Context: an optimization exercise on an open-source flow, tuned for small area and a short achievable clock period. The choices shown serve that exercise and are no tape-out recipe. At most, simulation tests tie the RTL to the original design; equivalence was not proved. Function not checked in runs 2 to 4 and 6: the RTL went through the layout flow alone. No activity file was given, so power comes from the tool's default toggle rates.

## flow/design.v (module list and top-level ports; edited modules follow where they fit)
// module mac_ctrl: 35 lines
// module mac_mult_stage: 552 lines
// module mac_accumulator: 414 lines
// module mac_top: 53 lines
module mac_top #(
   parameter int A_WIDTH = 18,    
   parameter int B_WIDTH = 18,    
   parameter int P_WIDTH = 48     
) (
   input  logic                      clk,
   input  logic                      rst_n,
   input  logic signed [A_WIDTH-1:0] data_a,
   input  logic signed [B_WIDTH-1:0] data_b,
   input  mac_pkg::mac_op_e          op,
   input  logic                      activate_mac,   
   output logic signed [P_WIDTH-1:0] data_p,
   output logic                      p_valid
);
  // ...
==> flow/flow/run.sh <==
#!/bin/bash
# The standard layout with three changes:
#  - Yosys's coarse 'synth' calls run with -noabc, so that extract_fa sees the
#    full and half adders as the RTL writes them (the later ABC mapping pass is
#    unchanged);
#  - the port buffers are buf_2 cells (buffer_ports -buffer_cell);
#  - timing repair aims at a setup margin of 6.8 ns.
# The SDC (clock period, I/O delays, loads) is the standard flow's, unchanged. Each make
# step's log stays under orfs/logs; make's own output goes to flow_make.log.
set -euo pipefail
grep -q '^proc synth {args} { yosys synth -nofsm -noshare {\*}$args }' synth_recipe.tcl
sed 's/yosys synth -nofsm -noshare /yosys synth -nofsm -noshare -noabc /' synth_recipe.tcl > synth_noabc.tcl
bash standard.sh SYNTH_SCRIPT=$PWD/synth_noabc.tcl SETUP_SLACK_MARGIN=6.8 \
  "BUFFER_PORTS_ARGS=-buffer_cell sky130_fd_sc_hd__buf_2" finish > flow_make.log 2>&1
==> flow/standard.sh <==
#!/bin/bash
# synth_recipe.tcl (not shown) runs the flow's synth.tcl, then flattens the netlist and writes it again
# the make line also repeats each setting of config.mk as NAME=value (left out here)
make -C /OpenROAD-flow-scripts/flow DESIGN_CONFIG=/design/flow/config.mk WORK_HOME=/design/flow/orfs CLKGATE_MAP_FILE= SYNTH_SCRIPT=/design/flow/synth_recipe.tcl "${@:-finish}"
==> flow/config.mk <==
export PLATFORM = sky130hd
export DESIGN_NAME = mac_top
export DESIGN_NICKNAME = mac_top
export VERILOG_FILES = /design/flow/design.v
export SDC_FILE = /design/flow/constraint.sdc
export NUM_CORES = 4
export LEC_CHECK = 0
export CAP_MARGIN = 20
export CORE_MARGIN = 2
export CORE_UTILIZATION = 40
export SLEW_MARGIN = 20
==> flow/constraint.sdc <==
create_clock -name core_clock -period 10.0 [get_ports {clk}]
set_input_delay 2.0000 -clock core_clock [delete_from_list [all_inputs] [get_ports {clk}]]
set_output_delay 2.0000 -clock core_clock [all_outputs]
set_load 0.01 [all_outputs]
==> out/qor.yml, run 1 <==
logic_synthesis:
  synthXorXnorAreaFrac_pct: 14.4
  synth_area_leaders: "dfrtp_1, fa_1, xnor2_1"
  yosysWarnings: 3
  seq_area_frac_synth_pct: 30.6
  synthFlopType: "dfrtp_1"
  ys_ff_latch: 168
sta:
  fmax_mhz: 284
  tightest_slew_ns: 0.946
  slew_violations: 0
  rsz0062_at_grt: "yes"
  whs_ns: 0.352
layout:
  drive_above_1_share_pct: 42.4
  inv_count: 52
  top_regs: "u_acc.p_q: 48 flops, u_mult.r0_q: 35 flops, u_mult.r1_q: 34 flops"
  sh_seq_area_pct: 24.4
  fill_cells: 2906
  num-clock-buffers: 18
  multi_input_area_share_pct: 58.2
  multi_input_area_mm2: 0.0102
  final_common_cell: "xnor2_1"
  buffer_area_share_pct: 9.84
grt:
  gr-max-usage-layer: "met2"
outcome:
  status: "timing/DRC/antenna clean"
floorplan:
  start_util_pct: 40.5
  tap-cell-count: 448
worst_setup_path:
  r2r_start: "u_ctrl.clr2_q"
clocking:
  postCtsSetupRepairBufs: 93
  cts_resized: 247
  cts_tree: "built"
pwr:
  total_power_mw: 6.89
  seq_power_share_pct: 17.6
worst_hold_path:
  min_from: "u_ctrl.valid2_q"
==> module mac_ctrl, before the edit <==
module mac_ctrl (
   input  logic             clk,
   input  logic             rst_n,
   input  logic             activate_mac,   
   input  mac_pkg::mac_op_e op,
   output logic             kill,           
   output logic             sub,            
   output logic             clr,            
   output logic             valid           
);
   logic act_q;       
   logic req;
   logic clr1_q, clr2_q;
   logic valid1_q, valid2_q;
   assign req  = activate_mac ^ act_q;
   assign kill = ~req | (op == mac_pkg::MAC_CLEAR);
   assign sub  = (op == mac_pkg::MAC_SUB);
   always_ff @(posedge clk or negedge rst_n) begin
      if (!rst_n) begin
         act_q    <= 1'b0;
         clr1_q   <= 1'b0;
         clr2_q   <= 1'b0;
         valid1_q <= 1'b0;
         valid2_q <= 1'b0;
      end else begin
         act_q    <= activate_mac;
         clr1_q   <= req & ((op == mac_pkg::MAC_LOAD) | (op == mac_pkg::MAC_CLEAR));
         clr2_q   <= clr1_q;
         valid1_q <= req;
         valid2_q <= valid1_q;
      end
   end
   assign clr   = clr2_q;
   assign valid = valid2_q;
endmodule
==> run 2, diff against run 1 <==
--- a/flow/design.v
+++ b/flow/design.v
@@ -33,17 +33,18 @@
       if (!rst_n) begin
          act_q    <= 1'b0;
          clr1_q   <= 1'b0;
-         clr2_q   <= 1'b0;
          valid1_q <= 1'b0;
          valid2_q <= 1'b0;
       end else begin
          act_q    <= activate_mac;
          clr1_q   <= req & ((op == mac_pkg::MAC_LOAD) | (op == mac_pkg::MAC_CLEAR));
-         clr2_q   <= clr1_q;
          valid1_q <= req;
          valid2_q <= valid1_q;
       end
    end
+   always_ff @(posedge clk) begin
+      clr2_q <= clr1_q;
+   end
    assign clr   = clr2_q;
    assign valid = valid2_q;
 endmodule
==> flow/flow/run.sh (replaced) <==
#!/bin/bash
# The standard layout with three changes:
#  - Yosys's coarse 'synth' calls run with -noabc, so that extract_fa sees the
#    full and half adders as the RTL writes them (the later ABC mapping pass is
#    unchanged);
#  - the port buffers are buf_2 cells (buffer_ports -buffer_cell);
#  - timing repair aims at a setup margin of 6.5 ns.
# The SDC (clock period, I/O delays, loads) is the standard flow's, unchanged. Each make
# step's log stays under orfs/logs; make's own output goes to flow_make.log.
set -euo pipefail
grep -q '^proc synth {args} { yosys synth -nofsm -noshare {\*}$args }' synth_recipe.tcl
sed 's/yosys synth -nofsm -noshare /yosys synth -nofsm -noshare -noabc /' synth_recipe.tcl > synth_noabc.tcl
bash standard.sh SYNTH_SCRIPT=$PWD/synth_noabc.tcl SETUP_SLACK_MARGIN=6.5 \
  "BUFFER_PORTS_ARGS=-buffer_cell sky130_fd_sc_hd__buf_2" finish > flow_make.log 2>&1
==> out/qor.yml, run 2 <==
routing:
  drt_iter0_markers: 753  # was 755
  wirelength_mm: 33.3  # was 36.6 mm
  via_count: 9186  # was 9,750
  drc: 0  # unchanged
  viasPerCell: 5.35  # was 5.41
  first_pass_iters: 6  # was 5
  wl_per_cell_um: 19.4  # was 20.3 um
  drtAntennaViolNets: 0  # unchanged
worst_setup_path:
  path_class: "reg2reg"  # unchanged
  rr_endpoint: "u_acc.p_q[42]"  # was u_acc.p_q[33]
  start_kind: "flop"  # unchanged
  ff2ff_path_depth: 13  # unchanged
  path_depth: 13  # unchanged
  worst_path_largest_cell_delay_ns: 0.46  # was 0.51 ns
  crit_buf_inv: 2  # was 3
  worstPathRequired_ns: 10.34  # was 10.33 ns
  slowest_stage: "fa_1"  # was dfrtp_4
  critPathMaxFanout: 6  # was 12
  worstSetupEndpointType: "flop"  # unchanged
  critPathArrivalTime_ns: 3.83  # was 3.85 ns
  r2r_slack_ns: 6.50  # was 6.48 ns
  crit_chain: "buf_12, buf_12, nor2b_2, fa_1, ha_4, and3_4, and2_4, a221oi_4, a21oi_4, a211o_4, a31o_4, a2111o_1, o311ai_1"  # was buf_8, nor2b_2, fa_1, ha_4, a211oi_4, o21bai_4, a2111oi_4, o32ai_4, buf_4, nor2_2, inv_1, fa_2, xor2_1
  r2r_start: "u_ctrl.clr2_q"  # unchanged
  crit_family: "compound AO/OA/AOI/OAI gates"  # was adder cells
  crit_path_frequent_cell: "buf_12"
clocking:
  cts_tree: "built"  # unchanged
  cts.reportedPaths.clkPinSlew_ns: 0.07  # about the same
  clkLatencyLatePin_ns: 0.44  # was 0.46 ns
  cts_root_buf: "clkbuf_16"  # unchanged
  clkSinkCount: 168  # unchanged
  cts_made_buffers: 17  # unchanged
  ctsHoldBuffers: 0  # unchanged
  cts_htree_levels: 4  # unchanged
  cts_buffer_depth: 2  # unchanged
layout:
  fin_nets: 1535  # was 1,615
  largest_reg_flops: 48  # unchanged
  stdcell_count: 1717  # was 1,803
  drive_above_1_share_pct: 25.0  # was 42.4%
  top_regs: "u_acc.p_q: 48 flops, u_mult.r0_q: 35 flops, u_mult.r1_q: 34 flops"  # unchanged
  largest_register: "u_acc.p_q"  # unchanged
  areaGrowthSynthToFinish_pct: 17.5  # was 29.6%
  antenna_cells: 0  # unchanged
  layout_common_cells: "xnor2_1, a22oi_1, fa_1, dfrtp_1, buf_2"  # was xnor2_1, dfrtp_1, a22oi_1, buf_4, fa_1
  final_common_cell: "xnor2_1"  # unchanged
logic_synthesis:
  synth_edf_count: 0  # unchanged
  postSynth.asyncResetShare_pct: 88.7  # was 89.3%
  ys_ff_latch: 168  # unchanged
  ys_types: 48  # was 61
  synth_nets: 1454  # was 1,472
  avgSynthCellArea_um2: 11.3  # about the same
  syn_inst: 1181  # was 1,199
  netlist.area_leader.share_pct: 25.1  # was 25.0%
  synth_area_mm2: 0.0134  # was 0.0135 mm2
  yosysMostFrequentCell: "xnor2_1"  # unchanged
  yosysWarnings: 3  # unchanged
  synth.top_cells.by_count: "xnor2_1, a22oi_1, fa_1, dfrtp_1, ha_1"  # unchanged
  seq_area_frac_synth_pct: 30.9  # was 30.6%
  synth_area_leaders: "dfrtp_1, fa_1, xnor2_1"  # unchanged
  synthFlopType: "dfrtp_1"  # unchanged
  yosysTopAreaCell: "dfrtp_1"  # unchanged
place:
  gp_congestion: 0.831  # was 0.855
  hpwlAfterDp_mm: 22.2  # was 22.7 mm
  dp_cells: 1628  # was 1,645
  io_buffer_count: 89  # unchanged
worst_hold_path:
  min_from: "u_ctrl.valid1_q"  # was u_ctrl.valid2_q
  hold_path.class: "reg2reg"  # unchanged
  worstHoldEndpoint: "u_ctrl.valid2_q"  # was u_acc.valid_q
  hold_depth: 0  # unchanged
floorplan:
  die_area_mm2: 0.0349  # was 0.0352 mm2
  start_util_pct: 40.9  # was 40.5%
  die_y_um: 187  # was 188 um
  ios: 90  # unchanged
  core_area_mm2: 0.0327  # was 0.0334 mm2
  row_count: 66  # was 67
  chipWidth_um: 187  # was 188 um
sta:
  period_needed_ns: 3.50  # was 3.52 ns
  slew_headroom_pct: 37.0  # was 36.9%
  fin_crit_sh_pct: 35.0  # was 35.2%
  tightest_slew_ns: 0.945  # was 0.946 ns
  rsz0062_at_grt: "yes"  # unchanged
  setup_tns_ns: 0  # unchanged
  skew_ns: 0.00967  # was 0.00943 ns
  setup_viol: 0  # unchanged
  fmax_mhz: 286  # was 284 MHz
  slew_violations: 0  # unchanged
  hold_viol: 0  # unchanged
grt:
  antenna_found_initial: 0  # unchanged
  grt_pass1_vias: 9383  # was 10.3k
  grtUsageTotal_pct: 19.3  # was 21.2%
  grt_overflow_total: 0  # unchanged
  grt_pass1_wl_mm: 53.3  # was 58.1 mm
  grt_max_degree: 79  # was 81
pwr:
  vdd_drop_max_mv: 0.124  # was 0.179 mV
  power_density_mw_per_mm2: 355  # was 394 mW/mm2
  p_leak_nw: 6.65  # was 7.09 nW
run:
  cap_violations: 0  # unchanged
outcome:
  status: "timing/DRC/antenna clean"  # unchanged
## run 2: cell count changes after synthesis, moves of 4 or more
cell	delta
a21o_1	+8
a21oi_1	+4
buf_1	-6
clkbuf_1	+6
nand2b_1	-5
nor2_1	-9
o21ai_1	-5
## run 2: cell families (layout without fill, tap and decap cells)
logic type / count (synthesis) / in the layout / share of synthesized area [%]
compound gates: 258 / 258 / 13.8
fa+ha+maj: 232 / 232 / 30.2
xor+xnor: 226 / 226 / 14.8
flops: 168 / 168 / 30.9
buf+inv: 152 / 246 / 4.27
simple gates: 144 / 144 / 6.02
mux: 1 / 1 / 0.0748
## run 2: stage by stage
step	hold slack, ns	util [%]	area [um2]	setup WS [ns]	total power, mW
global route	0.379	48.1	15700	6.37	6.14
finish	0.357	48.1	15700	6.50	5.58
CTS	0.360	46.7	15300	6.49	5.44
detailed placement	0.343	43.2	14100	5.89	4.55
global placement	0.333	43.2	14100	5.98	4.47
floorplan	0.324	-	13400	6.46	3.71
## run 2: repair_timing
| action | CTS | global route |
|---|---|---|
| cloned | 1 | 0 |
| setup buffers | 37 | 19 |
| endpoints found under the setup margin | 47 | 35 |
| resized for setup | 83 | 67 |
| pin swaps | 10 | 35 |
## run 2: worst max path at each step
stage / from / slack, ns / end
final: u_ctrl.clr2_q / 6.50 / u_acc.p_q[42]
after global routing: u_ctrl.clr2_q / 6.37 / u_acc.p_q[23]
after CTS: u_ctrl.clr2_q / 6.49 / u_acc.p_q[42]
after detailed placement: u_ctrl.clr2_q / 5.89 / u_acc.p_q[42]
after global placement: u_ctrl.clr2_q / 5.98 / u_acc.p_q[39]
after floorplan: u_mult.a_q[14] / 6.46 / u_mult.r1_q[17]
## run 2: final cells by class
class | instances | area (um2)
clock inverters | 12 | 92.6
fillers | 3028 | 17000
inverters | 53 | 199
flip-flops and latches | 168 | 4250
repair buffers | 161 | 1090
clock buffers | 20 | 467
well taps | 442 | 553
multi-input cells | 861 | 9060
## run 2: layer usage
metal | routed length (um) | part of all wire (%) | track usage [%] | up-vias
met2 | 14800 | 44 | 28.4 | 355
met1 | 15500 | 47 | 28.7 | 4627
met4 | 694 | 2.1 | 6.96 | 0
met5 | 0 | 0 | 0 | -
met3 | 2310 | 6.9 | 3.28 | 37
li1 | - | - | - | 4167
## run 2: where the power goes
group | switching (mW) | leakage, nW | total [mW] | internal (mW)
combinational | 2.00 | 4.43 | 3.77 | 1.77
sequential | 0.163 | 1.95 | 1.18 | 1.02
clock | 0.291 | 0.266 | 0.631 | 0.340
total | 2.46 | 6.65 | 5.58 | 3.13
## run 2: worst register-to-register path, cell delays in order, from the launching register on
cell      delay (ns)
dfxtp_4         0.39
buf_12          0.14
buf_12          0.13
nor2b_2         0.13
fa_1            0.46
ha_4            0.26
and3_4          0.19
and2_4          0.16
a221oi_4        0.32
a21oi_4         0.13
a211o_4         0.39
a31o_4          0.26
a2111o_1        0.36
o311ai_1        0.09
==> run 3, diff against run 2 <==
--- a/flow/config.mk
+++ b/flow/config.mk
@@ -7,5 +7,6 @@
 export LEC_CHECK = 0
 export CAP_MARGIN = 20
 export CORE_MARGIN = 2
-export CORE_UTILIZATION = 40
+export CORE_UTILIZATION = 55
+export PLACE_DENSITY = 0.7
 export SLEW_MARGIN = 20
==> out/qor.yml, run 3 <==
pwr:
  vdd_drop_max_mv: 0.188  # was 0.124 mV
  power_switching_share_pct: 43.4  # was 44.0%
  power.share.clock_pct: 12.0  # was 11.3%
  power_density_mw_per_mm2: 371  # was 355 mW/mm2
  power.internal_mw: 3.29  # was 3.13 mW
  p_leak_nw: 6.67  # was 6.65 nW
  p_comb_share_pct: 67.2  # was 67.5%
  p_sw_mw: 2.52  # was 2.46 mW
  total_power_mw: 5.81  # was 5.58 mW
  seq_power_share_pct: 20.7  # was 21.2%
worst_setup_path:
  ff2ff_path_depth: 12  # was 13
  slowest_stage: "fa_1"  # unchanged
  crit_start: "u_ctrl.clr2_q"  # unchanged
  path_class: "reg2reg"  # unchanged
  worstPathRequired_ns: 10.32  # was 10.34 ns
  rr_endpoint: "u_acc.p_q[42]"  # unchanged
  crit_chain: "bufbuf_16, nor2b_1, fa_1, ha_1, a21oi_1, o21ai_1, a22oi_2, a31oi_1, a211o_4, a31o_4, a2111o_1, o311ai_2"  # was buf_12, buf_12, nor2b_2, fa_1, ha_4, and3_4, and2_4, a221oi_4, a21oi_4, a211o_4, a31o_4, a2111o_1, o311ai_1
  crit_family: "compound AO/OA/AOI/OAI gates"  # unchanged
  r2r_start: "u_ctrl.clr2_q"  # unchanged
  start_kind: "flop"  # unchanged
  crit_path_end: "u_acc.p_q[42]"  # unchanged
  r2r_slack_ns: 6.44  # was 6.50 ns
  critPathMaxFanout: 12  # was 6
  path_depth: 12  # was 13
  critPathArrivalTime_ns: 3.88  # was 3.83 ns
  worst_path_largest_cell_delay_ns: 0.44  # was 0.46 ns
  crit_buf_inv: 1  # was 2
  worstSetupEndpointType: "flop"  # unchanged
floorplan:
  start_util_pct: 55.5  # was 40.9%
  core_area_mm2: 0.0241  # was 0.0327 mm2
  die_area_mm2: 0.0256  # was 0.0349 mm2
  chipWidth_um: 160  # was 187 um
  die_y_um: 160  # was 187 um
  row_count: 57  # was 66
  ios: 90  # unchanged
logic_synthesis:
  synth_area_mm2: 0.0134  # unchanged
  seq_area_frac_synth_pct: 30.9  # unchanged
  ys_ff_latch: 168  # unchanged
  synth_area_leaders: "dfrtp_1, fa_1, xnor2_1"  # unchanged
  yosysWarnings: 3  # unchanged
  synth.top_cells.by_count: "xnor2_1, a22oi_1, fa_1, dfrtp_1, ha_1"  # unchanged
  synthFlopType: "dfrtp_1"  # unchanged
  yosysMostFrequentCell: "xnor2_1"  # unchanged
  yosysTopAreaCell: "dfrtp_1"  # unchanged
  synth_nets: 1454  # unchanged
  syn_inst: 1181  # unchanged
  avgSynthCellArea_um2: 11.3  # unchanged
  ys_types: 48  # unchanged
  netlist.area_leader.share_pct: 25.1  # unchanged
  synth_edf_count: 0  # unchanged
  postSynth.asyncResetShare_pct: 88.7  # unchanged
routing:
  wirelength_mm: 32.9  # was 33.3 mm
  first_pass_iters: 7  # was 6
  drtAntennaViolNets: 0  # unchanged
  drc: 0  # unchanged
  viasPerCell: 5.87  # was 5.35
  via_count: 9392  # was 9,186
  wl_per_cell_um: 20.5  # was 19.4 um
  drt_iter0_markers: 914  # was 753
grt:
  grt_max_degree: 78  # was 79
  grtUsageTotal_pct: 25.5  # was 19.3%
  antenna_found_initial: 0  # unchanged
  grt_pass1_vias: 9396  # was 9,383
  grt_overflow_total: 0  # unchanged
  grt_pass1_wl_mm: 51.0  # was 53.3 mm
layout:
  areaGrowthSynthToFinish_pct: 17.1  # was 17.5%
  largest_reg_flops: 48  # unchanged
  finish.utilization_pct: 65.0  # was 48.1%
  fin_nets: 1535  # unchanged
  largest_register: "u_acc.p_q"  # unchanged
  top_regs: "u_acc.p_q: 48 flops, u_mult.r0_q: 35 flops, u_mult.r1_q: 34 flops"  # unchanged
  drive_above_1_share_pct: 25.4  # was 25.0%
  layout_common_cells: "xnor2_1, a22oi_1, fa_1, dfrtp_1, buf_2"  # unchanged
  final_common_cell: "xnor2_1"  # unchanged
  antenna_cells: 0  # unchanged
clocking:
  cts_made_buffers: 17  # unchanged
  clkLatencyLatePin_ns: 0.43  # was 0.44 ns
  cts.reportedPaths.clkPinSlew_ns: 0.07  # about the same
  cts_htree_levels: 4  # unchanged
  cts_tree: "built"  # unchanged
  cts_buffer_depth: 2  # unchanged
  clkSinkCount: 168  # unchanged
  cts_root_buf: "clkbuf_16"  # unchanged
sta:
  setup_tns_ns: 0  # unchanged
  skew_ns: 0.0127  # was 0.00967 ns
  hold_viol: 0  # unchanged
  fin_crit_sh_pct: 35.6  # was 35.0%
  slew_violations: 0  # unchanged
  fmax_mhz: 281  # was 286 MHz
  rsz0062_at_grt: "yes"  # unchanged
  slew_headroom_pct: 41.7  # was 37.0%
  setup_viol: 0  # unchanged
  tightest_slew_ns: 0.875  # was 0.945 ns
  period_needed_ns: 3.56  # was 3.50 ns
place:
  gp_congestion: 0.890  # was 0.831
  io_buffer_count: 89  # unchanged
  hpwlAfterDp_mm: 21.3  # was 22.2 mm
outcome:
  status: "timing/DRC/antenna clean"  # unchanged
run:
  cap_violations: 0  # unchanged
worst_hold_path:
  hold_path.class: "reg2reg"  # unchanged
run 3: cell count changes in the layout (fill, tap and decap cells not counted), sizes merged:
| cell | before | now |
|---|---|---|
| clkbuf | 21 | 20 |
| bufinv | 0 | 3 |
| clkinv | 4 | 2 |
run 3: layout make-up:
class                           instances  area [um2]
Clock buffer                           19         453
Multi-Input combinational cell        861        9100
Fill cell                            1832        8440
Clock inverter                         13         168
Sequential cell                       168        4250
Tap cell                              324         405
Inverter                               53         199
Timing Repair Buffer                  161        1090
run 3: worst min path at each step:
stage                    startpoint              end  cells past startpoint
floorplan             u_ctrl.clr1_q    u_ctrl.clr2_q                      0
finish              u_ctrl.valid1_q  u_ctrl.valid2_q                      0
global route        u_ctrl.valid2_q    u_acc.valid_q                      0
global placement    u_ctrl.valid2_q    u_acc.valid_q                      0
detailed placement  u_ctrl.valid1_q  u_ctrl.valid2_q                      0
CTS                 u_ctrl.valid2_q    u_acc.valid_q                      0
run 3: power by group through the flow:
| stage | Clock (mW) | Combinational, mW | Sequential, mW |
|---|---|---|---|
| 2_1_floorplan | 0 | 2.53 | 1.18 |
| 3_3_place_gp | 0 | 3.23 | 1.22 |
| 3_5_place_dp | 0 | 3.33 | 1.22 |
| 4_1_cts | 0.711 | 3.53 | 1.21 |
| 5_1_grt | 0.740 | 4.36 | 1.23 |
| 6_report | 0.700 | 3.91 | 1.21 |
run 3: through the flow:
stage,hold WS [ns],instances,cell area (um2),setup slack [ns]
after floorplan,0.324,1181,13400,6.46
after global placement,0.336,1508,14000,6.04
after detailed placement,0.336,1508,14000,6.00
after CTS,0.361,1575,15100,6.48
after global routing,0.364,1599,15700,6.38
final,0.360,1599,15700,6.44
run 3: cell families (layout without fill, tap and decap cells):
group	after synthesis	count (layout)	synth area share, %
simple gates	144	144	6.02
fa+ha+maj	232	232	30.2
flops	168	168	30.9
compound gates	258	258	13.8
xor+xnor	226	226	14.8
buf+inv	152	246	4.27
mux	1	1	0.0748
run 3: repair_timing:
action / CTS / global route
buffers inserted: 33 / 23
endpoints found under the setup margin: 48 / 32
hold buffers: 0 / 0
gates cloned: 2 / 1
resized for setup: 76 / 76
pin swaps: 10 / 30
run 3: metal layers:
layer	GRT usage (%)	part of all wire [%]
met1	38.7	45
met2	37.0	44
met3	6.00	9.4
met4	6.72	2.0
met5	0	0
==> run 4, diff against run 3 <==
--- a/flow/config.mk
+++ b/flow/config.mk
@@ -5,8 +5,8 @@
 export SDC_FILE = /design/flow/constraint.sdc
 export NUM_CORES = 4
 export LEC_CHECK = 0
+export ABC_AREA = 1
 export CAP_MARGIN = 20
 export CORE_MARGIN = 2
-export CORE_UTILIZATION = 55
-export PLACE_DENSITY = 0.7
+export CORE_UTILIZATION = 40
 export SLEW_MARGIN = 20
==> out/qor.yml, run 4 <==
outcome:
  status: "timing/DRC/antenna clean"  # unchanged
sta:
  rsz0062_at_grt: "yes"  # unchanged
  fin_crit_sh_pct: 34.2  # was 35.6%
  fmax_mhz: 293  # was 281 MHz
  slew_violations: 0  # unchanged
  setup_viol: 0  # unchanged
  skew_ns: 0.0108  # was 0.0127 ns
  period_needed_ns: 3.42  # was 3.56 ns
  tightest_slew_ns: 0.877  # was 0.875 ns
  hold_viol: 0  # unchanged
  setup_tns_ns: 0  # unchanged
  slew_headroom_pct: 41.5  # was 41.7%
worst_setup_path:
  crit_chain: "clkinv_4, buf_4, o22ai_1, xor2_1, fa_1, fa_1, fa_1, fa_1, fa_1"  # was bufbuf_16, nor2b_1, fa_1, ha_1, a21oi_1, o21ai_1, a22oi_2, a31oi_1, a211o_4, a31o_4, a2111o_1, o311ai_2
  critPathMaxFanout: 7  # was 12
  worst_path_largest_cell_delay_ns: 0.51  # was 0.44 ns
  worstPathRequired_ns: 10.39  # was 10.32 ns
  rr_endpoint: "u_mult.r1_q[21]"  # was u_acc.p_q[42]
  crit_path_frequent_cell: "fa_1"
  r2r_slack_ns: 6.58  # was 6.44 ns
  r2r_start: "u_mult.two_q[6]"  # was u_ctrl.clr2_q
  ff2ff_path_depth: 9  # was 12
  critPathArrivalTime_ns: 3.81  # was 3.88 ns
  slowest_stage: "fa_1"  # unchanged
  start_kind: "flop"  # unchanged
  worstSetupEndpointType: "flop"  # unchanged
  path_class: "reg2reg"  # unchanged
clocking:
  cts_tree: "built"  # unchanged
  clkSinkCount: 168  # unchanged
  cts_root_buf: "clkbuf_16"  # unchanged
  cts_htree_levels: 4  # unchanged
  cts_made_buffers: 17  # unchanged
  clkLatencyLatePin_ns: 0.45  # was 0.43 ns
  ctsHoldBuffers: 0  # unchanged
  cts.reportedPaths.clkPinSlew_ns: 0.07  # about the same
  cts_buffer_depth: 2  # unchanged
grt:
  antenna_found_initial: 0  # unchanged
  grt_overflow_total: 0  # unchanged
  grt_max_degree: 82  # was 78
  grt_pass1_wl_mm: 53.2  # was 51.0 mm
  grtUsageTotal_pct: 18.8  # was 25.5%
  grt_pass1_vias: 10200  # was 9,396
layout:
  register_area_mm2: 0.00416  # was 0.00425 mm2
  fin_nets: 1871  # was 1,535
  final_common_cell: "xor2_1"  # was xnor2_1
  drive_above_1_share_pct: 22.7  # was 25.4%
  top_regs: "u_acc.p_q: 48 flops, u_mult.r0_q: 35 flops, u_mult.r1_q: 34 flops"  # unchanged
  antenna_cells: 0  # unchanged
  multi_input_area_mm2: 0.00875  # was 0.00910 mm2
  largest_reg_flops: 48  # unchanged
  areaGrowthSynthToFinish_pct: 18.1  # was 17.1%
  fin_area_mm2: 0.0164  # was 0.0157 mm2
  fill_cells: 3171  # was 1,832
  layout_common_cells: "xor2_1, nand2_1, inv_1, fa_1, o22ai_1"  # was xnor2_1, a22oi_1, fa_1, dfrtp_1, buf_2
  largest_register: "u_acc.p_q"  # unchanged
routing:
  wl_met2_mm: 16.1  # was 14.4 mm
  drt_iter0_markers: 723  # was 914
  drc: 0  # unchanged
  wl_met1_mm: 15.1  # was 14.8 mm
  wirelength_mm: 34.0  # was 32.9 mm
  drtAntennaViolNets: 0  # unchanged
  top_layer_used: "met4"  # unchanged
  via_count: 10500  # was 9,392
  wl_per_cell_um: 16.5  # was 20.5 um
  viasPerCell: 5.07  # was 5.87
  first_pass_iters: 5  # was 7
  dr_wl_met3_mm: 2.03  # was 3.08 mm
logic_synthesis:
  synth_top_family_by_area: "adder cells"  # unchanged
  synth-compound-area-share_pct: 10.5  # was 13.8%
  synthXorXnorAreaFrac_pct: 12.8  # was 14.8%
  ys_types: 44  # was 48
  syn_inst: 1437  # was 1,181
  synth_edf_count: 0  # unchanged
  synth_area_mm2: 0.0139  # was 0.0134 mm2
  synth.top_cells.by_count: "xor2_1, nand2_1, inv_1, o22ai_1, fa_1"  # was xnor2_1, a22oi_1, fa_1, dfrtp_1, ha_1
  synthFlopType: "dfrtp_1"  # unchanged
  synth_nets: 1710  # was 1,454
  yosysWarnings: 3  # unchanged
  seq_area_frac_synth_pct: 29.8  # was 30.9%
  synth_mux_area_share_pct: 0  # was 0.0748%
  synth_area_leaders: "dfrtp_1, fa_1, xor2_1"  # was dfrtp_1, fa_1, xnor2_1
  synthAdderAreaFrac_pct: 29.1  # was 30.2%
  yosysTopAreaCell: "dfrtp_1"  # unchanged
  netlist.area_leader.share_pct: 24.2  # was 25.1%
  postSynth.asyncResetShare_pct: 88.7  # unchanged
  synth-simple-area-share_pct: 10.0  # was 6.02%
  ys_ff_latch: 168  # unchanged
  avgSynthCellArea_um2: 9.64  # was 11.3 um2
  yosysMostFrequentCell: "xor2_1"  # was xnor2_1
pwr:
  p_leak_nw: 8.42  # was 6.67 nW
  vdd_drop_max_mv: 0.183  # was 0.188 mV
  power_density_mw_per_mm2: 335  # was 371 mW/mm2
floorplan:
  chipWidth_um: 190  # was 160 um
  die_y_um: 190  # was 160 um
  core_area_mm2: 0.0343  # was 0.0241 mm2
  die_area_mm2: 0.0361  # was 0.0256 mm2
  start_util_pct: 40.4  # was 55.5%
  ios: 90  # unchanged
  row_count: 68  # was 57
place:
  gp_congestion: 0.882  # was 0.890
  io_buffer_count: 89  # unchanged
  place_area_mm2: 0.0146  # was 0.0140 mm2
  hpwlAfterDp_mm: 24.1  # was 21.3 mm
run:
  cap_violations: 0  # unchanged
worst_hold_path:
  worstHoldEndpoint: "u_ctrl.clr2_q"  # was u_ctrl.valid2_q
  hold_depth: 0  # unchanged
  hold_path.class: "reg2reg"  # unchanged
  min_from: "u_ctrl.clr1_q"  # was u_ctrl.valid1_q
run 4: cell types whose count changed after synthesis, sizes merged, moves of 45 or more:
cell and delta:
nand2 +171, xnor2 -166, a22oi -154, o22ai +153
xor2 +143, inv +115, nor2 +68, clkbuf -45
run 4: metal layers:
| layer | up-vias | GRT usage [%] |
|---|---|---|
| met5 | - | 0 |
| met4 | 0 | 5.37 |
| met3 | 63 | 3.58 |
| met2 | 311 | 30.9 |
| met1 | 5161 | 25.5 |
| li1 | 4931 | - |
run 4: cell families (layout without fill, tap and decap cells):
group                    count (synthesis)  after routing
AO/OA/AOI/OAI                          226            226
XOR/XNOR                               203            203
adder cells (fa/ha/maj)                232            232
buffers and inverters                  275            449
flip-flops                             168            168
AND/OR/NAND/NOR                        333            333
run 4: how the worst max path moves through the flow:
stage               cells after the start            start              end  slack (ns)
floorplan                               9  u_mult.one_q[4]  u_mult.r1_q[17]        6.51
global placement                        8  u_mult.neg_q[3]  u_mult.r1_q[21]        6.02
detailed placement                      8  u_mult.neg_q[3]  u_mult.r1_q[21]        5.97
CTS                                     8  u_mult.neg_q[1]  u_mult.r1_q[21]        6.46
global route                            9  u_mult.two_q[4]  u_mult.r1_q[15]        6.48
finish                                  9  u_mult.two_q[6]  u_mult.r1_q[21]        6.58
run 4: what timing repair did:
item	in CTS	in global routing
setup endpoints to repair	35	14
pin swaps	0	11
cloned	0	4
gates resized for setup	78	40
buffers inserted	3	108
run 4: where the power goes:
group | switching (mW) | internal (mW)
logic | 2.15 | 1.50
clock network | 0.314 | 0.354
registers | 0.144 | 1.02
run 4: worst max-delay path, delay by kind of cell (launching register included):
family,cells,cell delay [ns]
flops,1,0.41
xor+xnor,1,0.22
compound gates,1,0.18
buf+inv,2,0.28
fa+ha+maj,5,2.27
run 4: through the flow:
step / setup slack, ns / hold WS [ns] / power [mW] / instances / util [%]
4_1_cts: 6.46 / 0.349 / 5.50 / 1954 / 44.9
2_1_floorplan: 6.51 / 0.324 / 3.96 / 1437 / -
5_1_grt: 6.48 / 0.362 / 6.16 / 2066 / 47.7
3_5_place_dp: 5.97 / 0.331 / 4.78 / 1919 / 42.6
3_3_place_gp: 6.02 / 0.327 / 4.68 / 1919 / 42.6
6_report: 6.58 / 0.347 / 5.48 / 2066 / 47.7
run 4: area by class of cell:
type / instances / share of cell area [%]
repair buffers: 203 / 8.15
well taps: 455 / 3.48
repair inverters: 4 / 0.122
multi-input cells: 994 / 53.5
clock inverters: 15 / 0.978
clock buffers: 17 / 2.60
inverters: 210 / 5.80
flip-flops and latches: 168 / 25.4
==> run 5, diff against run 4 <==
--- a/flow/design.v
+++ b/flow/design.v
@@ -33,18 +33,17 @@
       if (!rst_n) begin
          act_q    <= 1'b0;
          clr1_q   <= 1'b0;
+         clr2_q   <= 1'b0;
          valid1_q <= 1'b0;
          valid2_q <= 1'b0;
       end else begin
          act_q    <= activate_mac;
          clr1_q   <= req & ((op == mac_pkg::MAC_LOAD) | (op == mac_pkg::MAC_CLEAR));
+         clr2_q   <= clr1_q;
          valid1_q <= req;
          valid2_q <= valid1_q;
       end
    end
-   always_ff @(posedge clk) begin
-      clr2_q <= clr1_q;
-   end
    assign clr   = clr2_q;
    assign valid = valid2_q;
 endmodule
--- a/flow/config.mk
+++ b/flow/config.mk
@@ -5,7 +5,6 @@
 export SDC_FILE = /design/flow/constraint.sdc
 export NUM_CORES = 4
 export LEC_CHECK = 0
-export ABC_AREA = 1
 export CAP_MARGIN = 20
 export CORE_MARGIN = 2
 export CORE_UTILIZATION = 40
==> out/qor.yml, run 5 <==
sta:
  rsz0062_at_grt: "yes"  # unchanged
  setup_tns_ns: 0  # unchanged
  slew_headroom_pct: 38.5  # was 41.5%
  fin_crit_sh_pct: 35.0  # was 34.2%
  whs_ns: 0.353  # was 0.347 ns
  slew_violations: 0  # unchanged
  tightest_slew_ns: 0.923  # was 0.877 ns
  fmax_mhz: 285  # was 293 MHz
  period_needed_ns: 3.50  # was 3.42 ns
  hold_viol: 0  # unchanged
  setup_viol: 0  # unchanged
  skew_ns: 0.0144  # was 0.0108 ns
worst_setup_path:
  start_kind: "flop"  # unchanged
  path_depth: 12  # was 9
  crit_chain: "buf_12, nor2b_4, fa_1, ha_4, a211oi_4, o21bai_4, a2111oi_4, o32ai_4, o31ai_2, a21oi_2, or4_1, nand4_1"  # was clkinv_4, buf_4, o22ai_1, xor2_1, fa_1, fa_1, fa_1, fa_1, fa_1
  crit_buf_inv: 1  # was 2
  crit_start: "u_ctrl.clr2_q"  # was u_mult.two_q[6]
  critPathMaxFanout: 24  # was 7
  slowest_stage: "dfrtp_2"  # was fa_1
  crit_family: "compound AO/OA/AOI/OAI gates"  # was adder cells
  path_class: "reg2reg"  # unchanged
  worstPathRequired_ns: 10.39  # about the same
  critPathArrivalTime_ns: 3.90  # was 3.81 ns
  ff2ff_path_depth: 12  # was 9
  r2r_start: "u_ctrl.clr2_q"  # was u_mult.two_q[6]
  worst_path_largest_cell_delay_ns: 0.47  # was 0.51 ns
  worstSetupEndpointType: "flop"  # unchanged
worst_hold_path:
  hold_path.class: "reg2reg"  # unchanged
  min_from: "u_ctrl.valid1_q"  # was u_ctrl.clr1_q
  hold_depth: 0  # unchanged
routing:
  wl_per_cell_um: 19.6  # was 16.5 um
  drtAntennaViolNets: 0  # unchanged
  drc: 0  # unchanged
  first_pass_iters: 6  # was 5
  wirelength_mm: 33.8  # was 34.0 mm
  viasPerCell: 5.44  # was 5.07
  drt_iter0_markers: 830  # was 723
  via_count: 9376  # was 10.5k
pwr:
  power_density_mw_per_mm2: 373  # was 335 mW/mm2
  p_leak_nw: 6.50  # was 8.42 nW
  vdd_drop_max_mv: 0.179  # was 0.183 mV
layout:
  multi_input_area_mm2: 0.00920  # was 0.00875 mm2
  layout_common_cells: "xnor2_1, a22oi_1, fa_1, dfrtp_1, buf_2"  # was xor2_1, nand2_1, inv_1, fa_1, o22ai_1
  register_area_mm2: 0.00427  # was 0.00416 mm2
  final_common_cell: "xnor2_1"  # was xor2_1
  finish.utilization_pct: 47.2  # was 47.7%
  fin_area_mm2: 0.0158  # was 0.0164 mm2
  areaGrowthSynthToFinish_pct: 16.7  # was 18.1%
  drive_above_1_share_pct: 24.3  # was 22.7%
  largest_reg_flops: 48  # unchanged
  antenna_cells: 0  # unchanged
  stdcell_count: 1724  # was 2,066
  top_regs: "u_acc.p_q: 48 flops, u_mult.r0_q: 35 flops, u_mult.r1_q: 34 flops"  # unchanged
  largest_register: "u_acc.p_q"  # unchanged
  fill_cells: 3085  # was 3,171
  fin_nets: 1536  # was 1,871
logic_synthesis:
  ys_types: 61  # was 44
  ys_ff_latch: 168  # unchanged
  yosysWarnings: 3  # unchanged
  netlist.area_leader.share_pct: 25.0  # was 24.2%
  synth_nets: 1472  # was 1,710
  postSynth.asyncResetShare_pct: 89.3  # was 88.7%
  yosysMostFrequentCell: "xnor2_1"  # was xor2_1
  synth_edf_count: 0  # unchanged
  avgSynthCellArea_um2: 11.3  # was 9.64 um2
  yosysTopAreaCell: "dfrtp_1"  # unchanged
  synth_area_leaders: "dfrtp_1, fa_1, xnor2_1"  # was dfrtp_1, fa_1, xor2_1
  synthFlopType: "dfrtp_1"  # unchanged
  synth.top_cells.by_count: "xnor2_1, a22oi_1, fa_1, dfrtp_1, ha_1"  # was xor2_1, nand2_1, inv_1, o22ai_1, fa_1
  seq_area_frac_synth_pct: 30.6  # was 29.8%
  syn_inst: 1199  # was 1,437
  synth_area_mm2: 0.0135  # was 0.0139 mm2
outcome:
  status: "timing/DRC/antenna clean"  # unchanged
clocking:
  cts.reportedPaths.clkPinSlew_ns: 0.08  # was 0.07 ns
  cts_made_buffers: 17  # unchanged
  cts_tree: "built"  # unchanged
  cts_root_buf: "clkbuf_16"  # unchanged
  cts_htree_levels: 4  # unchanged
  clkLatencyLatePin_ns: 0.46  # was 0.45 ns
  cts_buffer_depth: 2  # unchanged
  clkSinkCount: 168  # unchanged
place:
  io_buffer_count: 89  # unchanged
  hpwlAfterDp_mm: 22.8  # was 24.1 mm
  gp_congestion: 0.864  # was 0.882
  place_area_mm2: 0.0143  # was 0.0146 mm2
  dp_cells: 1649  # was 1,919
floorplan:
  die_y_um: 188  # was 190 um
  die_area_mm2: 0.0352  # was 0.0361 mm2
  ios: 90  # unchanged
  chipWidth_um: 188  # was 190 um
  row_count: 67  # was 68
  start_util_pct: 40.5  # was 40.4%
  core_area_mm2: 0.0334  # was 0.0343 mm2
grt:
  grtUsageTotal_pct: 19.1  # was 18.8%
  grt_pass1_vias: 9417  # was 10.2k
  grt_pass1_wl_mm: 52.9  # was 53.2 mm
  antenna_found_initial: 0  # unchanged
  grt_overflow_total: 0  # unchanged
  grt_max_degree: 67  # was 82
run:
  cap_violations: 0  # unchanged
run 5: changes by cell type after synthesis, moves of 39 or more:
cell | previous run | this run
a22oi_1 | 0 | 153
xor2_1 | 190 | 44
clkinv_1 | 42 | 0
inv_1 | 163 | 51
clkbuf_1 | 33 | 72
xnor2_1 | 13 | 178
nor2_1 | 98 | 41
nand2_1 | 178 | 20
o22ai_1 | 153 | 2
run 5: worst reg2reg max path, delay by kind of cell (launching register included):
| kind | cells | cell delay (ns) |
|---|---|---|
| compound gates | 6 | 1.33 |
| fa+ha+maj | 2 | 0.77 |
| simple gates | 3 | 0.68 |
| flops | 1 | 0.47 |
| buf+inv | 1 | 0.19 |
run 5: worst paths after layout:
path / end / slack, ns
min reg2reg: u_ctrl.valid2_q / 0.35
max reg2reg: u_acc.p_q[38] / 6.50
max in group asynchronous: u_acc.p_q[42] / 7.41
min in group asynchronous: u_acc.p_q[0] / 1.43
min: u_ctrl.valid2_q / 0.35
max: u_acc.p_q[38] / 6.50
run 5: repair_timing:
item | in CTS | in global routing
gates resized for setup | 66 | 84
hold buffers | 0 | 0
setup endpoints to repair | 53 | 36
buffers inserted | 9 | 33
pin swaps | 6 | 22
gates cloned | 0 | 1
run 5: cell families (layout without fill, tap and decap cells):
family	Yosys count	count (layout)	synth area share (%)
AOI/OAI and AO/OA	257	257	13.9
adders and majority gates	232	232	29.9
xor gates and xnor gates	222	222	14.4
and+or+nand+nor	169	169	6.99
DFF	168	168	30.6
buffers and inverters	151	228	4.20
run 5: cell type report:
cell class	count	area share [%]
multi-input combinational	880	58.4
clock buffer	18	2.79
timing repair buffer	144	5.91
inverter	52	1.24
sequential	168	27.1
clock inverter	14	1.01
tap	448	3.56
run 5: power breakdown:
part           internal (mW)  leakage, nW  total (mW)  switching (mW)
sequential              1.02         1.95        1.20           0.182
combinational           1.90         4.27        4.02            2.12
clock                  0.341        0.288       0.667           0.326
run 5: through the flow:
stage | total power [mW] | worst slack [ns]
2_1_floorplan | 3.85 | 6.46
5_1_grt | 6.46 | 6.38
3_5_place_dp | 4.73 | 6.10
3_3_place_gp | 4.64 | 6.11
6_report | 5.88 | 6.50
4_1_cts | 5.58 | 6.47
run 5: metal layers:
layer  vias up  global-route usage (%)  routed length, um
li1       4198                       -                  -
met1      4708                    27.8              15600
met2       423                    29.0              15200
met4         0                    5.81                571
met5         -                       0                  0
met3        47                    3.69               2510
==> run 6, diff against run 5 <==
--- a/flow/design.v
+++ b/flow/design.v
@@ -33,17 +33,18 @@
       if (!rst_n) begin
          act_q    <= 1'b0;
          clr1_q   <= 1'b0;
-         clr2_q   <= 1'b0;
          valid1_q <= 1'b0;
          valid2_q <= 1'b0;
       end else begin
          act_q    <= activate_mac;
          clr1_q   <= req & ((op == mac_pkg::MAC_LOAD) | (op == mac_pkg::MAC_CLEAR));
-         clr2_q   <= clr1_q;
          valid1_q <= req;
          valid2_q <= valid1_q;
       end
    end
+   always_ff @(posedge clk) begin
+      clr2_q <= clr1_q;
+   end
    assign clr   = clr2_q;
    assign valid = valid2_q;
 endmodule
==> flow/flow/run.sh (replaced) <==
#!/bin/bash
# The standard layout with three changes:
#  - Yosys's coarse 'synth' calls run with -noabc, so that extract_fa sees the
#    full and half adders as the RTL writes them (the later ABC mapping pass is
#    unchanged);
#  - the port buffers are buf_2 cells (buffer_ports -buffer_cell);
#  - timing repair aims at a setup margin of 6.65 ns.
# The SDC (clock period, I/O delays, loads) is the standard flow's, unchanged. Each make
# step's log stays under orfs/logs; make's own output goes to flow_make.log.
set -euo pipefail
grep -q '^proc synth {args} { yosys synth -nofsm -noshare {\*}$args }' synth_recipe.tcl
sed 's/yosys synth -nofsm -noshare /yosys synth -nofsm -noshare -noabc /' synth_recipe.tcl > synth_noabc.tcl
bash standard.sh SYNTH_SCRIPT=$PWD/synth_noabc.tcl SETUP_SLACK_MARGIN=6.65 \
  "BUFFER_PORTS_ARGS=-buffer_cell sky130_fd_sc_hd__buf_2" finish > flow_make.log 2>&1
==> out/qor.yml, run 6 <==
floorplan:
  die_y_um: 187  # was 188 um
  chipWidth_um: 187  # was 188 um
  die_area_mm2: 0.0349  # was 0.0352 mm2
  row_count: 66  # was 67
  core_area_mm2: 0.0327  # was 0.0334 mm2
  ios: 90  # unchanged
  start_util_pct: 40.9  # was 40.5%
routing:
  wl_per_cell_um: 20.3  # was 19.6 um
  via_count: 9412  # was 9,376
  top_layer_used: "met4"  # unchanged
  viasPerCell: 5.39  # was 5.44
  dr_wl_met3_mm: 3.06  # was 2.51 mm
  drc: 0  # unchanged
  wirelength_mm: 35.5  # was 33.8 mm
  wl_met1_mm: 15.8  # was 15.6 mm
  wl_met2_mm: 15.5  # was 15.2 mm
  drt_iter0_markers: 835  # was 830
  drtAntennaViolNets: 0  # unchanged
  first_pass_iters: 6  # unchanged
sta:
  setup_tns_ns: 0  # unchanged
  tightest_slew_ns: 0.928  # was 0.923 ns
  fin_crit_sh_pct: 34.9  # was 35.0%
  hold_viol: 0  # unchanged
  setup_viol: 0  # unchanged
  skew_ns: 0.0108  # was 0.0144 ns
  period_needed_ns: 3.49  # was 3.50 ns
  slew_violations: 0  # unchanged
  fmax_mhz: 287  # was 285 MHz
  rsz0062_at_grt: "yes"  # unchanged
  slew_headroom_pct: 38.1  # was 38.5%
place:
  hpwlAfterDp_mm: 22.2  # was 22.8 mm
  io_buffer_count: 89  # unchanged
  gp_congestion: 0.841  # was 0.864
layout:
  largest_register: "u_acc.p_q"  # unchanged
  top_regs: "u_acc.p_q: 48 flops, u_mult.r0_q: 35 flops, u_mult.r1_q: 34 flops"  # unchanged
  fin_nets: 1565  # was 1,536
  fill_cells: 2896  # was 3,085
  areaGrowthSynthToFinish_pct: 24.6  # was 16.7%
  largest_reg_flops: 48  # unchanged
  final_common_cell: "xnor2_1"  # unchanged
  layout_common_cells: "xnor2_1, dfrtp_1, fa_1, a22oi_1, buf_2"  # was xnor2_1, a22oi_1, fa_1, dfrtp_1, buf_2
  multi_input_area_mm2: 0.00968  # was 0.00920 mm2
  antenna_cells: 0  # unchanged
  register_area_mm2: 0.00425  # was 0.00427 mm2
  drive_above_1_share_pct: 35.2  # was 24.3%
grt:
  grtUsageTotal_pct: 20.0  # was 19.1%
  antenna_found_initial: 0  # unchanged
  grt_max_degree: 90  # was 67
  grt_overflow_total: 0  # unchanged
  grt_pass1_wl_mm: 54.5  # was 52.9 mm
  grt_pass1_vias: 9723  # was 9,417
worst_setup_path:
  critPathMaxFanout: 8  # was 24
  worstSetupEndpointType: "flop"  # unchanged
  worstPathRequired_ns: 10.34  # was 10.39 ns
  worst_path_largest_cell_delay_ns: 0.51  # was 0.47 ns
  critPathArrivalTime_ns: 3.82  # was 3.90 ns
  rr_endpoint: "u_acc.p_q[42]"  # was u_acc.p_q[38]
  crit_path_frequent_cell: "o211ai_1"
  ff2ff_path_depth: 14  # was 12
  r2r_start: "u_ctrl.clr2_q"  # unchanged
  path_class: "reg2reg"  # unchanged
  start_kind: "flop"  # unchanged
  crit_chain: "buf_8, nor2b_2, fa_1, ha_1, o211ai_1, o211ai_1, buf_4, nand4_1, buf_6, a21oi_4, a211o_4, a31o_4, a2111o_1, o311ai_2"  # was buf_12, nor2b_4, fa_1, ha_4, a211oi_4, o21bai_4, a2111oi_4, o32ai_4, o31ai_2, a21oi_2, or4_1, nand4_1
  slowest_stage: "dfxtp_4"  # was dfrtp_2
  r2r_slack_ns: 6.51  # was 6.50 ns
logic_synthesis:
  postSynth.asyncResetShare_pct: 88.7  # was 89.3%
  ys_ff_latch: 168  # unchanged
  yosysMostFrequentCell: "xnor2_1"  # unchanged
  netlist.area_leader.share_pct: 25.1  # was 25.0%
  synth_nets: 1454  # was 1,472
  ys_types: 48  # was 61
  synthFlopType: "dfrtp_1"  # unchanged
  avgSynthCellArea_um2: 11.3  # about the same
  syn_inst: 1181  # was 1,199
  synth_area_leaders: "dfrtp_1, fa_1, xnor2_1"  # unchanged
  synth.top_cells.by_count: "xnor2_1, a22oi_1, fa_1, dfrtp_1, ha_1"  # unchanged
  synth_edf_count: 0  # unchanged
  seq_area_frac_synth_pct: 30.9  # was 30.6%
  synth_area_mm2: 0.0134  # was 0.0135 mm2
  yosysWarnings: 3  # unchanged
  yosysTopAreaCell: "dfrtp_1"  # unchanged
worst_hold_path:
  min_from: "u_ctrl.valid1_q"  # unchanged
  worstHoldEndpoint: "u_ctrl.valid2_q"  # unchanged
  hold_path.class: "reg2reg"  # unchanged
  hold_depth: 0  # unchanged
pwr:
  p_leak_nw: 6.92  # was 6.50 nW
  total_power_mw: 6.08  # was 5.88 mW
  vdd_drop_max_mv: 0.158  # was 0.179 mV
  power_density_mw_per_mm2: 365  # was 373 mW/mm2
clocking:
  ctsHoldBuffers: 0  # unchanged
  clkLatencyLatePin_ns: 0.44  # was 0.46 ns
  cts.reportedPaths.clkPinSlew_ns: 0.07  # was 0.08 ns
  cts_buffer_depth: 2  # unchanged
  cts_made_buffers: 17  # unchanged
  cts_tree: "built"  # unchanged
  cts_htree_levels: 4  # unchanged
  clkSinkCount: 168  # unchanged
  cts_root_buf: "clkbuf_16"  # unchanged
outcome:
  status: "timing/DRC/antenna clean"  # unchanged
run:
  cap_violations: 0  # unchanged
==> run 6: worst max-delay path by stage <==
stage	slack, ns	start	to	cells after the start
CTS	6.54	u_ctrl.clr2_q	u_acc.p_q[42]	12
detailed placement	5.87	u_ctrl.clr2_q	u_acc.p_q[29]	12
floorplan	6.58	u_mult.one_q[6]	u_mult.r1_q[17]	9
global placement	5.95	u_ctrl.clr2_q	u_acc.p_q[29]	11
global route	6.43	u_ctrl.clr2_q	u_acc.p_q[42]	12
finish	6.51	u_ctrl.clr2_q	u_acc.p_q[42]	14
==> run 6: layout make-up <==
cell class / count / share of cell area (%)
multi-input cells: 861 / 58.1
inverters: 53 / 1.19
repair buffers: 191 / 8.57
well taps: 442 / 3.32
clock inverters: 13 / 0.683
flip-flops and latches: 168 / 25.5
clock buffers: 19 / 2.66
==> run 6: per-stage QoR <==
step / worst slack (ns) / cells / hold WS, ns / area, um2 / util, %
5_1_grt: 6.43 / 1747 / 0.371 / 16700 / 51.0
6_report: 6.51 / 1747 / 0.353 / 16700 / 51.0
3_5_place_dp: 5.87 / 1628 / 0.339 / 14200 / 43.4
2_1_floorplan: 6.58 / 1181 / 0.324 / 13600 / -
4_1_cts: 6.54 / 1721 / 0.356 / 15800 / 48.3
3_3_place_gp: 5.95 / 1628 / 0.334 / 14200 / 43.4
==> run 6: per-layer routing <==
layer,GRT usage [%],vias up
li1,-,4233
met1,28.5,4708
met2,28.7,409
met3,5.59,62
met4,8.06,0
met5,0,-
==> run 6: worst max-delay path, delay by kind of cell, from the launching register on <==
family | cells | cell delay (ns)
flip-flops | 1 | 0.51
buffers and inverters | 3 | 0.47
adder cells (fa/ha/maj) | 2 | 0.79
AND/OR/NAND/NOR | 2 | 0.15
AO/OA/AOI/OAI | 7 | 1.44
==> run 6: power breakdown <==
part / leakage [nW] / total [mW] / internal, mW / switching [mW]
registers: 1.95 / 1.19 / 1.02 / 0.169
clock network: 0.272 / 0.628 / 0.332 / 0.296
logic: 4.70 / 4.26 / 2.10 / 2.16
total: 6.92 / 6.08 / 3.45 / 2.63
==> run 6: timing repair <==
action,in CTS,in global routing
setup buffers,58,26
gates cloned,3,0
setup endpoints to repair,58,43
resized for setup,140,139
pin swaps,38,100
==> run 6: logic make-up after synthesis <==
group	Yosys count	synth area share (%)
and+or+nand+nor	144	6.02
adders and majority gates	232	30.2
muxes	1	0.0748
DFF	168	30.9
AOI/OAI and AO/OA	258	13.8
buffers and inverters	152	4.27
xor gates and xnor gates	226	14.8

[separate check: timing with driven ports]
How much do the figures lean on ideal ports? The routed layouts below were timed once more, with nothing changed but the port constraints.
Step 1 sets driving cells, clkbuf_16 on the clock port and buf_2 on the other inputs (assumed; they add their load-dependent delay and slew).
Step 2, shift: input delay + t, output delay - t, t = (earliest + latest rising clock arrival at the registers) / 2. This alone moves slack from input paths to output paths.
Slacks: ideal / step 1 / step 2; pairs: ideal / step 1.
| run | t, ns | setup slack, ns | cell pins on the clock port's net |
|---|---|---|---|
| run 1 | 0.508 | 6.480 / 6.480 / 6.480 | 1 |
| run 2 | 0.480 | 6.502 / 6.502 / 6.502 | 1 |
| run 3 | 0.471 | 6.439 / 6.439 / 6.439 | 1 |
| run 4 | 0.497 | 6.583 / 6.583 / 6.506 | 1 |
| run 5 | 0.502 | 6.495 / 6.495 / 6.495 | 1 |
| run 6 | 0.483 | 6.514 / 6.514 / 6.514 | 1 |
After both steps setup and hold are still met in every run listed. The setup slack of run 4, which loses most, moves by 0.000 ns with the drivers and by -0.077 ns with both steps. The worst setup slack also covers recovery checks on asynchronous resets.
